Source: an optimization exercise on an open RTL-to-GDS flow (aim: a short achievable clock period and few clock cycles per item). Production flows keep margins and buffers that such runs may drop. Only simulation tests tie the RTL to the original design; equivalence was not proved. Power is estimated from default activity; no workload was simulated.

File: flow/config.mk
export PLATFORM = sky130hd
export DESIGN_NAME = sg_descriptor_builder
export DESIGN_NICKNAME = sg_descriptor_builder
export VERILOG_FILES = /design/flow/design.v
export SDC_FILE = /design/flow/constraint.sdc
export NUM_CORES = 4
export LEC_CHECK = 0
export CAP_MARGIN = 20
export CORE_MARGIN = 2
export CORE_UTILIZATION = 40
export PLACE_DENSITY = 0.6
export SLEW_MARGIN = 20
File: flow/constraint.sdc
create_clock -name core_clock -period 11.0 [get_ports {clk_i}]
set_input_delay 2.2000 -clock core_clock [delete_from_list [all_inputs] [get_ports {clk_i}]]
set_output_delay 2.2000 -clock core_clock [all_outputs]
set_load 0.01 [all_outputs]
File: flow/design.v
package sgd_pkg;
  localparam int ADDR_W = 48;
  localparam int LEN_W  = 32;
  localparam int OFF_W  = 32;
  localparam int CNT_REG_W = 5;
  typedef enum logic [1:0] {
    CMD_LOAD_DATA = 2'd0,
    CMD_LOAD_DESC = 2'd1,
    CMD_ADD       = 2'd2,
    CMD_CLEAR     = 2'd3
  } sgd_cmd_e;
  typedef enum logic [1:0] {
    ST_OK        = 2'd0,
    ST_ZERO_SIZE = 2'd1,
    ST_DATA_FULL = 2'd2,
    ST_DESC_FULL = 2'd3
  } sgd_status_e;
  localparam logic CFG_DATA_COUNT = 1'b0;
  localparam logic CFG_DESC_COUNT = 1'b1;
  typedef struct packed {
    logic [ADDR_W-1:0] addr;
    logic [LEN_W-1:0]  len;
  } sgd_seg_t;
  typedef struct packed {
    sgd_cmd_e          cmd;
    logic [3:0]        seg_index;
    logic [ADDR_W-1:0] seg_addr;
    logic [LEN_W-1:0]  seg_len;
    logic [LEN_W-1:0]  req_size;
  } sgd_req_t;
  typedef struct packed {
    sgd_status_e       status;
    logic [ADDR_W-1:0] buf_addr;
    logic [LEN_W-1:0]  buf_len;
    logic [OFF_W-1:0]  buf_offset;
    logic [OFF_W-1:0]  desc_offset;
    logic              sof;
    logic              eof;
    logic              last;
  } sgd_res_t;
endpackage
module sgd_ram #(
  parameter int WIDTH = 80,
  parameter int DEPTH = 16
) (
  input  logic                                     clk_i,
  input  logic                                     we_i,
  input  logic [(DEPTH > 1 ? $clog2(DEPTH) : 1)-1:0] waddr_i,
  input  logic [WIDTH-1:0]                         wdata_i,
  input  logic [(DEPTH > 1 ? $clog2(DEPTH) : 1)-1:0] raddr_i,
  output logic [WIDTH-1:0]                         rdata_o
);
  logic [WIDTH-1:0] mem_q [DEPTH];
  always_ff @(posedge clk_i) begin
    if (we_i) begin
      mem_q[waddr_i] <= wdata_i;
    end
    rdata_o <= mem_q[raddr_i];
  end
endmodule
import sgd_pkg::*;
module sg_descriptor_builder #(
  parameter int MAX_SEGMENTS = 16,
  parameter int DESC_BYTES   = 52,
  parameter int DESC_ALIGN   = 64
) (
  input  logic                 clk_i,
  input  logic                 rst_ni,
  input  logic                 start_i,
  output logic                 busy_o,
  input  logic [117:0]         req_i,
  output logic                 result_valid_o,
  output logic [148:0]         result_o,
  input  logic                 cfg_we_i,
  input  logic                 cfg_idx_i,
  input  logic [CNT_REG_W-1:0] cfg_wdata_i
);
  localparam int IDX_W   = MAX_SEGMENTS > 1 ? $clog2(MAX_SEGMENTS) : 1;
  localparam int CNT_W   = $clog2(MAX_SEGMENTS + 1);
  localparam int DOFF_W  = OFF_W + 2;
  localparam int SOFF_W  = LEN_W + CNT_W + 2;
  localparam int ALB     = $clog2(DESC_ALIGN);
  localparam int SEG_W   = ADDR_W + LEN_W;
  typedef enum logic [3:0] {
    S_IDLE, S_DLOC_RD, S_DLOC_EV, S_SLOC_RD, S_SLOC_EV, S_SLOT_RD, S_SLOT_EV,
    S_PIECE, S_DNEXT_RD, S_DNEXT_EV
  } state_e;
  state_e state_q;
  logic [CNT_REG_W-1:0] data_cnt_q, desc_cnt_q;
  logic [OFF_W-1:0]  next_data_q, next_desc_q;
  logic              pass_q;
  logic [LEN_W-1:0]  req_size_q, sz_q;
  logic [CNT_W-1:0]  i_q, j_q, cnt_q;
  logic [DOFF_W-1:0] off_q, inside_q, doff_q, soff_q;
  logic [ADDR_W-1:0] daddr_q;
  logic [LEN_W-1:0]  dlen_q;
  logic [SOFF_W-1:0] base_q, sr_q, dinside_q, slot_q;
  sgd_pkg::sgd_req_t          rq;
  sgd_pkg::sgd_res_t          res_q;
  logic              accept, ram_we_data, ram_we_desc, idx_ok;
  logic [IDX_W-1:0]  waddr;
  sgd_pkg::sgd_seg_t          wseg, d_ent, s_ent;
  logic [SEG_W-1:0]  d_raw, s_raw;
  logic [CNT_W-1:0]  ndata, ndesc;
  logic [ADDR_W-1:0] pa;
  logic [ALB-1:0]    rem;
  logic [SOFF_W-1:0] adj, inside2, slot_end;
  logic              fits, last_piece;
  logic [LEN_W-1:0]  space, piece;
  logic [DOFF_W-1:0] doff_new;
  logic              slot_ovf, data_ovf, run_out;
  function automatic logic [148:0] err_res(logic [1:0] code);
    err_res = {code, 146'b0, 1'b1};
  endfunction
  assign rq         = req_i;
  assign result_o    = res_q;
  assign accept      = start_i && !busy_o;
  assign idx_ok      = 32'(rq.seg_index) < MAX_SEGMENTS;
  assign ram_we_data = accept && rq.cmd == CMD_LOAD_DATA && idx_ok;
  assign ram_we_desc = accept && rq.cmd == CMD_LOAD_DESC && idx_ok;
  assign waddr       = IDX_W'(rq.seg_index);
  assign wseg        = {rq.seg_addr, rq.seg_len};
  assign busy_o      = state_q != S_IDLE;
  sgd_ram #(.WIDTH(SEG_W), .DEPTH(MAX_SEGMENTS)) u_data_tab (
    .clk_i, .we_i(ram_we_data), .waddr_i(waddr), .wdata_i(wseg),
    .raddr_i(i_q[IDX_W-1:0]), .rdata_o(d_raw)
  );
  sgd_ram #(.WIDTH(SEG_W), .DEPTH(MAX_SEGMENTS)) u_desc_tab (
    .clk_i, .we_i(ram_we_desc), .waddr_i(waddr), .wdata_i(wseg),
    .raddr_i(j_q[IDX_W-1:0]), .rdata_o(s_raw)
  );
  always_comb begin
    d_ent = d_raw;
    s_ent = s_raw;
    ndata = (32'(data_cnt_q) > MAX_SEGMENTS) ? CNT_W'(MAX_SEGMENTS) : CNT_W'(data_cnt_q);
    ndesc = (32'(desc_cnt_q) > MAX_SEGMENTS) ? CNT_W'(MAX_SEGMENTS) : CNT_W'(desc_cnt_q);
    pa       = s_ent.addr + ADDR_W'(dinside_q);
    rem      = pa[ALB-1:0];
    adj      = (rem == '0) ? '0 : SOFF_W'(DESC_ALIGN) - SOFF_W'(rem);
    inside2  = dinside_q + adj;
    fits     = inside2 + SOFF_W'(DESC_BYTES) <= SOFF_W'(s_ent.len);
    slot_end = slot_q + SOFF_W'(DESC_BYTES);
    space      = dlen_q - LEN_W'(inside_q);
    last_piece = space >= sz_q;
    piece      = last_piece ? sz_q : space;
    doff_new   = doff_q + DOFF_W'(piece);
    slot_ovf   = slot_end > SOFF_W'({OFF_W{1'b1}});
    data_ovf   = doff_new > DOFF_W'({OFF_W{1'b1}});
    run_out    = 32'(i_q) + 1 >= 32'(ndata) || 32'(cnt_q) + 1 >= MAX_SEGMENTS;
  end
  always_ff @(posedge clk_i or negedge rst_ni) begin
    if (!rst_ni) begin
      state_q        <= S_IDLE;
      data_cnt_q     <= '0;
      desc_cnt_q     <= '0;
      next_data_q    <= '0;
      next_desc_q    <= '0;
      pass_q         <= 1'b0;
      result_valid_o <= 1'b0;
    end else begin
      if (cfg_we_i) begin
        if (cfg_idx_i == CFG_DATA_COUNT) data_cnt_q <= cfg_wdata_i;
        else                             desc_cnt_q <= cfg_wdata_i;
      end
      unique case (state_q)
        S_IDLE: begin
          result_valid_o <= accept && rq.cmd == CMD_ADD && rq.req_size == '0;
          if (accept) begin
            if (rq.cmd == CMD_CLEAR) begin
              next_data_q <= '0;
              next_desc_q <= '0;
            end else if (rq.cmd == CMD_ADD) begin
              if (rq.req_size == '0) begin
                res_q <= err_res(ST_ZERO_SIZE);
              end else begin
                req_size_q <= rq.req_size;
                sz_q       <= rq.req_size;
                pass_q     <= 1'b0;
                i_q        <= '0;
                cnt_q      <= '0;
                off_q      <= DOFF_W'(next_data_q);
                doff_q     <= DOFF_W'(next_data_q);
                soff_q     <= DOFF_W'(next_desc_q);
                state_q    <= S_DLOC_RD;
              end
            end
          end
        end
        S_DLOC_RD: begin
          result_valid_o <= i_q >= ndata;
          if (i_q >= ndata) begin
            res_q <= err_res(ST_DATA_FULL);
            state_q  <= S_IDLE;
          end else begin
            state_q <= S_DLOC_EV;
          end
        end
        S_DLOC_EV: begin
          result_valid_o <= 1'b0;
          if (off_q >= DOFF_W'(d_ent.len)) begin
            off_q   <= off_q - DOFF_W'(d_ent.len);
            i_q     <= i_q + CNT_W'(1);
            state_q <= S_DLOC_RD;
          end else begin
            inside_q <= off_q;
            daddr_q  <= d_ent.addr;
            dlen_q   <= d_ent.len;
            j_q      <= '0;
            base_q   <= '0;
            sr_q     <= SOFF_W'(soff_q);
            state_q  <= S_SLOC_RD;
          end
        end
        S_SLOC_RD, S_SLOT_RD: begin
          result_valid_o <= j_q >= ndesc;
          if (j_q >= ndesc) begin
            res_q <= err_res(ST_DESC_FULL);
            state_q  <= S_IDLE;
          end else begin
            state_q <= (state_q == S_SLOC_RD) ? S_SLOC_EV : S_SLOT_EV;
          end
        end
        S_SLOC_EV: begin
          result_valid_o <= 1'b0;
          if (sr_q >= SOFF_W'(s_ent.len)) begin
            sr_q    <= sr_q - SOFF_W'(s_ent.len);
            base_q  <= base_q + SOFF_W'(s_ent.len);
            j_q     <= j_q + CNT_W'(1);
            state_q <= S_SLOC_RD;
          end else begin
            dinside_q <= sr_q;
            state_q   <= S_SLOT_RD;
          end
        end
        S_SLOT_EV: begin
          result_valid_o <= 1'b0;
          if (fits) begin
            slot_q  <= base_q + inside2;
            state_q <= S_PIECE;
          end else begin
            base_q    <= base_q + SOFF_W'(s_ent.len);
            dinside_q <= '0;
            j_q       <= j_q + CNT_W'(1);
            state_q   <= S_SLOT_RD;
          end
        end
        S_PIECE: begin
          result_valid_o <= slot_ovf || pass_q || (last_piece ? data_ovf : run_out);
          if (slot_ovf) begin
            res_q <= err_res(ST_DESC_FULL);
            state_q  <= S_IDLE;
          end else begin
            if (pass_q) begin
              res_q.status      <= ST_OK;
              res_q.buf_addr    <= daddr_q + ADDR_W'(inside_q);
              res_q.buf_len     <= piece;
              res_q.buf_offset  <= next_data_q;
              res_q.desc_offset <= slot_q[OFF_W-1:0];
              res_q.sof         <= cnt_q == '0;
              res_q.eof         <= last_piece;
              res_q.last        <= last_piece;
            end
            cnt_q    <= cnt_q + CNT_W'(1);
            soff_q   <= DOFF_W'(slot_end);
            inside_q <= '0;
            doff_q   <= doff_new;
            if (last_piece) begin
              if (pass_q) begin
                next_data_q <= doff_new[OFF_W-1:0];
                next_desc_q <= slot_end[OFF_W-1:0];
                state_q     <= S_IDLE;
              end else if (data_ovf) begin
                res_q <= err_res(ST_DATA_FULL);
                state_q  <= S_IDLE;
              end else begin
                pass_q  <= 1'b1;
                sz_q    <= req_size_q;
                i_q     <= '0;
                cnt_q   <= '0;
                off_q   <= DOFF_W'(next_data_q);
                doff_q  <= DOFF_W'(next_data_q);
                soff_q  <= DOFF_W'(next_desc_q);
                state_q <= S_DLOC_RD;
              end
            end else begin
              sz_q <= sz_q - space;
              i_q  <= i_q + CNT_W'(1);
              if (run_out) begin
                res_q <= err_res(ST_DATA_FULL);
                state_q  <= S_IDLE;
              end else begin
                state_q <= S_DNEXT_RD;
              end
            end
          end
        end
        S_DNEXT_RD: begin
          result_valid_o <= 1'b0;
          state_q        <= S_DNEXT_EV;
        end
        S_DNEXT_EV: begin
          result_valid_o <= 1'b0;
          daddr_q <= d_ent.addr;
          dlen_q  <= d_ent.len;
          j_q     <= '0;
          base_q  <= '0;
          sr_q    <= SOFF_W'(soff_q);
          state_q <= S_SLOC_RD;
        end
        default: begin
          result_valid_o <= 1'b0;
          state_q        <= S_IDLE;
        end
      endcase
    end
  end
endmodule
File: flow/run.sh
#!/bin/bash
# synth_recipe.tcl (not shown) runs the flow's synth.tcl, then flattens the netlist and writes it again
# the make line also repeats each setting of config.mk as NAME=value (left out here)
make -C /OpenROAD-flow-scripts/flow DESIGN_CONFIG=/design/flow/config.mk WORK_HOME=/design/flow/orfs CLKGATE_MAP_FILE= SYNTH_SCRIPT=/design/flow/synth_recipe.tcl finish
==> results of run 1 <==
logic make-up (layout without fill, tap and decap cells):
group           count (synthesis)  in the layout  synth area share, %
flops                        2686           2686                 67.1
simple gates                 1539           1539                 6.23
compound gates               1142           1142                 6.16
mux                           734            734                 12.5
buf+inv                       515           1106                 1.75
xor+xnor                      350            350                 2.60
fa+ha+maj                     340            340                 3.67
other cells                     1             12              0.00318
power by group through the flow:
stage                     Clock [mW]  Combinational [mW]  Sequential [mW]
final                           9.25                6.66             12.4
after detailed placement           0                6.64             12.6
after global routing            9.82                7.27             12.4
after global placement             0                6.57             12.6
after CTS                       9.43                6.67             12.4
after floorplan                    0                4.64             12.4
area by class of cell:
type,instances,area share (%)
clock inverter,127,0.876
timing repair buffer,388,2.72
clock buffer,371,5.70
sequential,2686,58.8
multi-input combinational,4106,27.6
inverter,220,0.614
tap,3919,3.65
antenna,11,0.0205
worst reg2reg max path, delay by kind of cell (launching register included):
family / cells / cell delay (ns)
flops: 1 / 0.47
fa+ha+maj: 3 / 0.92
compound gates: 17 / 5.10
xor+xnor: 1 / 0.18
simple gates: 8 / 1.76
buf+inv: 5 / 0.98
synth_stat cells (47+ instances only):
library cell and number:
nand2_1 417, nand4_1 63, xnor2_1 223, xor2_1 127, a21oi_1 263, dfrtp_1 80, nor3_1 98, a21o_1 164
ha_1 330, nand3_1 92, dfxtp_1 118, mux4_2 590, and3_1 54, mux2i_1 102, inv_1 219, o21ai_0 327
a31oi_1 47, and2_1 95, nand2b_1 47, buf_1 48, clkbuf_1 214, nor2_1 475, nor2b_1 59, a211oi_1 54
edfxtp_1 2488
through the flow:
step,cell area (µm²),hold slack [ns],power (mW),setup WS (ns),util (%)
5_1_grt,134000,0.405,29.5,0.377,45.8
3_5_place_dp,126000,0.389,19.2,1.35,42.8
4_1_cts,135000,0.403,28.5,1.28,45.8
3_3_place_gp,126000,0.388,19.2,1.35,42.8
2_1_floorplan,118000,0.386,17.0,1.39,-
6_report,134000,0.399,28.3,1.17,45.8
sequential cells by signal, summed over array words and instances (netlist names), 32 cells and up:
name and count:
u_data_tab.mem_q 1280, u_desc_tab.mem_q 608, res_q 149, u_data_tab.rdata_o 80
daddr_q 48, base_q 39, dinside_q 39, slot_q 39
sr_q 39, u_desc_tab.rdata_o 38, doff_q 34, inside_q 34
off_q 34, soff_q 34, dlen_q 32, next_data_q 32
next_desc_q 32, req_size_q 32, sz_q 32
worst max-delay path by stage:
stage | start | end | slack, ns | cells after the start
after floorplan | inside_q[1] | sz_q[0] | 1.39 | 34
after global placement | inside_q[1] | off_q[22] | 1.35 | 34
after detailed placement | inside_q[1] | off_q[17] | 1.35 | 34
after CTS | inside_q[1] | off_q[29] | 1.28 | 34
after global routing | inside_q[1] | off_q[27] | 0.38 | 34
final | inside_q[1] | off_q[29] | 1.17 | 34
routing by layer:
metal / GRT usage [%] / routed length, µm / share of wire, %
met2: 33.7 / 151000 / 47
met1: 30.3 / 141000 / 44
met5: 0 / 189 / 0.059
met4: 5.00 / 7270 / 2.3
met3: 3.15 / 21000 / 6.5
==> impl_metrics.py, run 1 <==
metrics = {
    "run_status": {
        "outcome": "finished clean",
    },
    "clocking": {
        "clk_pin_slew_ns": 0.06,
        "clockBufferDepth": 4,
        "htree_levels": 5,
        "cts_sinks": 2686,
        "postCtsHoldBufs": 0,
        "cts_resized": 0,
        "insertion_delay_ns": 0.87,
        "cts_setup_buffers": 0,
        "cts_tree": "yes",
        "cts_buffers": 279,
        "root_buffer": "clkbuf_16",
    },
    "floorplan": {
        "core_area_um2": 294000,
        "num_rows": 199,
        "pin_count": 279,
        "die_h_um": 547,
        "die_x_um": 547,
        "dieArea_um2": 299000,
        "floorplan.initialDensity_pct": 40.2,
    },
    "power": {
        "p_seq_share_pct": 43.8,
        "irDropWorstVdd_mv": 0.150,
        "power.density_nw_per_um2": 211,
        "switching_share_pct": 29.1,
        "power.share.combinational_pct": 23.5,
        "p_sw_mw": 8.25,
        "internal_power_mw": 20.1,
        "power.leakage_nw": 45.4,
        "p_clk_share_pct": 32.7,
    },
    "logic_synthesis": {
        "synth_nets": 7775,
        "synthCells": 7307,
        "syn-cell-area_um2": 118000,
        "synthArstFlopShare_pct": 2.98,
        "synthFlopType": "edfxtp_1",
        "ys_seq_area_share_pct": 67.1,
        "synth_top_area_share_pct": 63.4,
        "syn_area_per_cell_um2": 16.1,
        "synth_edf_count": 2488,
        "ys_warn_count": 2,
        "ys_types": 96,
        "synth.area.top_cells": "edfxtp_1 (63%), mux4_2 (11%), ha_1 (3.5%)",
        "yosysTopAreaCell": "edfxtp_1",
        "ys_seq_elements": 2686,
    },
    "detailed_routing": {
        "firstDrtPassIters": 6,
        "ant_nets": 0,
        "wl_per_cell_um": 27.1,
        "vias_per_cell": 5.67,
        "wl_um": 321000,
        "drt_iter0_markers": 7028,
        "vias": 67100,
        "drcViolationCount": 0,
    },
    "layout": {
        "multi_input_area_um2": 37100,
        "fillers": 25100,
        "final_common_cell": "edfxtp_1",
        "layout_common_cells": "edfxtp_1 (2488), mux4_2 (590), nor2_1 (446)",
        "layout-drive-gt1-share_pct": 15.8,
        "stdcell_count": 11800,
        "fin_nets": 8149,
        "regArea_um2": 79100,
        "syn2layout_area_growth_pct": 14.0,
    },
    "critical_path": {
        "setup.worst_path.start_class": "flip-flop",
        "crit_path_top_delay_cell": "o311ai_0",
        "endpoint_kind": "flip-flop",
        "critPathKind": "flip-flop to flip-flop",
        "critPathMaxFanout": 50,
        "cpPeakStageDelay_ns": 0.74,
        "critPathMostFrequentCell": "a21oi_1",
        "crit_family": "compound AO/OA/AOI/OAI gates",
        "worstReg2RegStart": "inside_q[1]",
        "worstReg2RegEnd": "off_q[29]",
        "worstPathArrival_ns": 10.30,
        "critPathBufInv": 5,
        "cp_data_required_time_ns": 11.48,
        "r2r_cells": 34,
        "ff2ff_setup_slack_ns": 1.17,
    },
    "sta": {
        "period_needed_ns": 9.83,
        "slew_viol_final": 0,
        "rsz0062_at_grt": "false",
        "slew_headroom_pct": 26.7,
        "tightest_slew_ns": 1.10,
        "hold_viol": 0,
        "finalSetupViolations": 0,
        "fmax_mhz": 102,
        "fin_crit_sh_pct": 89.3,
        "setup_tns_ns": 0,
        "skew_ns": 0.0652,
    },
    "min_path": {
        "holdCritPathClass": "flip-flop to flip-flop",
        "holdPathEnd": "daddr_q[9]",
        "min_path_cells": 0,
        "min_from": "u_data_tab.rdata_o[41]",
    },
    "global_route": {
        "antenna_found_initial": 57,
        "grt_overflow": 0,
        "track_usage_pct": 21.0,
        "grt_pass1_vias": 66400,
        "grt_pass1_wl_um": 465000,
        "grt_max_degree": 155,
    },
    "placement": {
        "place_congestion": 0.915,
        "dp_hpwl_um": 202000,
        "dp.cells": 11300,
        "numPortBuffers": 278,
    },
    "job": {
        "max_cap_violations": 0,
    },
}
Testbench counts, summed over its fixed seeds: cycles 111,751, adds 1,904.
==> run 2, diff against run 1 <==
--- a/flow/design.v
+++ b/flow/design.v
@@ -302,9 +302,7 @@
           result_valid_o <= 1'b0;
           daddr_q <= d_ent.addr;
           dlen_q  <= d_ent.len;
-          j_q     <= '0;
-          base_q  <= '0;
-          sr_q    <= SOFF_W'(soff_q);
+          sr_q    <= SOFF_W'(soff_q) - base_q;
           state_q <= S_SLOC_RD;
         end
         default: begin
==> run 2 against run 1 <==
Maximum frequency fell by 4.4%. Global-route usage is 1.5 points higher. Wire length rose by 11%. Largest power group unchanged. Combinational power is 17% higher. Final area up 3.0%. Still clean. Total power rose by 6.4%.
==> impl_metrics.py, run 2 <==
metrics = {
    "run_status": {
        "outcome": "finished clean",
    },
    "floorplan": {
        "core_area_um2": 302000,
        "die_x_um": 554,
        "floorplan.initialDensity_pct": 40.1,
        "pin_count": 279,
        "dieArea_um2": 307000,
        "die_h_um": 554,
        "num_rows": 202,
    },
    "logic_synthesis": {
        "synth_commonest_cells": "edfxtp_1 (2488), nand2_1 (582), o21ai_0 (463), nor2_1 (422), a21oi_1 (374)",
        "yosysTopAreaCell": "edfxtp_1",
        "synthCells": 8224,
        "ys_warn_count": 2,
        "synthArstFlopShare_pct": 2.98,
        "synth.area.top_cells": "edfxtp_1 (62%), mux4_2 (6.5%), ha_1 (3.8%)",
        "synth_most_common_cell": "edfxtp_1",
        "ys_types": 109,
        "ys_seq_area_share_pct": 65.3,
        "synthFlopType": "edfxtp_1",
        "synth_nets": 8727,
        "synth_edf_count": 2488,
        "syn_area_per_cell_um2": 14.7,
        "syn-cell-area_um2": 121000,
        "synth_top_area_share_pct": 61.7,
        "ys_seq_elements": 2686,
    },
    "power": {
        "power.density_nw_per_um2": 218,
        "power.leakage_nw": 47.8,
        "total_power_mw": 30.1,
        "irDropWorstVdd_mv": 0.143,
    },
    "detailed_routing": {
        "drt_iter0_markers": 7850,
        "vias_per_cell": 5.77,
        "firstDrtPassIters": 6,
        "wl_um": 355000,
        "vias": 74000,
        "wl_per_cell_um": 27.7,
        "drcViolationCount": 0,
        "ant_nets": 0,
    },
    "critical_path": {
        "endpoint_kind": "flip-flop",
        "cpPeakStageDelay_ns": 0.60,
        "r2r_cells": 33,
        "worstPathArrival_ns": 10.86,
        "critPathBufInv": 4,
        "cp-startpoint": "inside_q[2]",
        "worstReg2RegEnd": "res_q[28]",
        "worstReg2RegStart": "inside_q[2]",
        "crit_path_top_delay_cell": "a2111oi_0",
        "critPathMaxFanout": 57,
        "critPathKind": "flip-flop to flip-flop",
        "cp_num_cells": 33,
        "critPathMostFrequentCell": "o211ai_1",
        "crit_family": "compound AO/OA/AOI/OAI gates",
        "ff2ff_setup_slack_ns": 0.72,
        "setup.worst_path.start_class": "flip-flop",
        "critical_path.endpoint": "res_q[28]",
        "cp_data_required_time_ns": 11.59,
    },
    "sta": {
        "setup_tns_ns": 0,
        "slew_viol_final": 0,
        "worst_slack_ns": 0.722,
        "fin_crit_sh_pct": 93.4,
        "rsz0062_at_grt": "false",
        "hold_viol": 0,
        "slew_headroom_pct": 18.1,
        "hold_slack_ns": 0.401,
        "finalSetupViolations": 0,
        "tightest_slew_ns": 1.21,
        "period_needed_ns": 10.28,
        "skew_ns": 0.0882,
        "fmax_mhz": 97.3,
    },
    "layout": {
        "syn2layout_area_growth_pct": 14.4,
        "post-route-util_pct": 45.9,
        "stdcell_count": 12800,
        "fillers": 26100,
        "final_common_cell": "edfxtp_1",
        "largest_register_ffs": 1280,
        "reg_top3": "u_data_tab.mem_q: 1280 flops, u_desc_tab.mem_q: 608 flops, res_q: 149 flops",
        "largest_register": "u_data_tab.mem_q",
        "postLayoutCellArea_um2": 139000,
        "fin_nets": 9095,
        "layout-drive-gt1-share_pct": 13.2,
        "layout_common_cells": "edfxtp_1 (2488), nand2_1 (579), o21ai_0 (462)",
    },
    "clocking": {
        "postCtsHoldBufs": 0,
        "cts_buffers": 292,
        "clk_pin_slew_ns": 0.06,
        "cts_resized": 0,
        "cts_tree": "yes",
        "cts_setup_buffers": 0,
        "insertion_delay_ns": 0.93,
        "clockBufferDepth": 4,
        "htree_levels": 5,
        "cts_sinks": 2686,
        "root_buffer": "clkbuf_16",
    },
    "global_route": {
        "grt_overflow": 0,
        "grt_pass1_wl_um": 510000,
        "track_usage_pct": 22.5,
        "antenna_found_initial": 54,
        "grt_pass1_vias": 72400,
        "grt_max_degree": 150,
    },
    "placement": {
        "numPortBuffers": 278,
        "dp.cells": 12300,
        "dpl-instance-area_um2": 129000,
        "dp_hpwl_um": 229000,
        "dp_slack_ns": 0.877,
        "place_congestion": 0.936,
    },
    "min_path": {
        "holdCritPathClass": "flip-flop to flip-flop",
    },
    "job": {
        "max_cap_violations": 0,
    },
}
## run 2: cell types whose count changed in the layout (fill, tap and decap cells not counted), moves of 105 or more
cell | previous run | this run
a22oi_1 | 2 | 107
mux4_2 | 590 | 350
nand2_1 | 416 | 579
a21oi_1 | 263 | 372
o21ai_0 | 327 | 462
mux2i_1 | 102 | 359
## run 2: kinds of logic after synthesis
logic type / after synthesis / synth area share [%]
xor+xnor: 392 / 2.83
compound gates: 1674 / 8.96
buf+inv: 612 / 1.99
other cells: 1 / 0.00310
fa+ha+maj: 375 / 3.94
simple gates: 1673 / 6.56
flops: 2686 / 65.3
mux: 811 / 10.4
## run 2: worst reg2reg max path: cells and delay by family (launching register included)
kind | cells | cell delay [ns]
XOR/XNOR | 1 | 0.19
AND/OR/NAND/NOR | 8 | 1.44
multiplexers | 1 | 0.44
adder cells (fa/ha/maj) | 3 | 1.13
flip-flops | 1 | 0.37
buffers and inverters | 4 | 0.86
AO/OA/AOI/OAI | 16 | 5.55
## run 2: final cells by class
type / count / area, µm² / area share, %
diodes: 20 / 50.0 / 0.0361
clock inverters: 135 / 1600 / 1.16
flip-flops and latches: 2686 / 79100 / 57.1
multi-input cells: 4926 / 40000 / 28.9
inverters: 261 / 980 / 0.707
repair buffers: 425 / 3860 / 2.79
clock buffers: 394 / 8000 / 5.77
well taps: 3978 / 4980 / 3.59
## run 2: worst min path at each step
stage                            from     endpoint  slack, ns  cells after the start
6_report       u_data_tab.rdata_o[58]  daddr_q[26]       0.40                      0
4_1_cts        u_data_tab.rdata_o[46]  daddr_q[14]       0.40                      0
3_5_place_dp   u_data_tab.rdata_o[48]  daddr_q[16]       0.39                      0
5_1_grt        u_data_tab.rdata_o[44]  daddr_q[12]       0.41                      0
3_3_place_gp   u_data_tab.rdata_o[37]   daddr_q[5]       0.39                      0
2_1_floorplan  u_data_tab.rdata_o[32]   daddr_q[0]       0.39                      0
## run 2: routing by layer
| metal | routed length [µm] | global-route usage, % | up-vias |
|---|---|---|---|
| met1 | 153000 | 31.6 | 38000 |
| met3 | 24400 | 3.33 | 509 |
| met5 | 132 | 0 | - |
| met2 | 167000 | 36.3 | 2731 |
| met4 | 10000 | 6.57 | 22 |
| li1 | - | - | 32700 |
## run 2: report_power, final
part | switching, mW | internal, mW | leakage (nW)
Combinational | 4.81 | 3.01 | 18.5
Clock | 4.14 | 5.74 | 4.67
Sequential | 0.567 | 11.9 | 24.6
Total | 9.51 | 20.6 | 47.8
Testbench counts of run 2, summed over its fixed seeds: cycles 97,543, adds 1,904.

-- static timing again, ports no longer ideal --
The flow's constraints put no driver on any port. The routed layouts listed below were extracted and timed again, unchanged, in two steps. Step 1: set_driving_cell puts a clkbuf_16 on clk_i and a buf_2 on each other input, an assumption about the parent block. Step 2 times the ports against the registers' clock, not the clock port: input delays grow and output delays shrink by t, the midpoint of the rising clock arrivals with the driver on. Three values: ideal ports, drivers, drivers and shift; two values: the first two.
run	t (ns)	setup WS [ns]	hold WS [ns]	worst register clock-pin slew, ns
run 1	0.936	1.172 / 1.172 / 1.172	0.399 / 0.399 / 0.399	0.07 / 0.07
run 2	0.994	0.722 / 0.722 / 0.722	0.401 / 0.401 / 0.401	0.07 / 0.07
After both steps setup and hold are still met in every run listed.
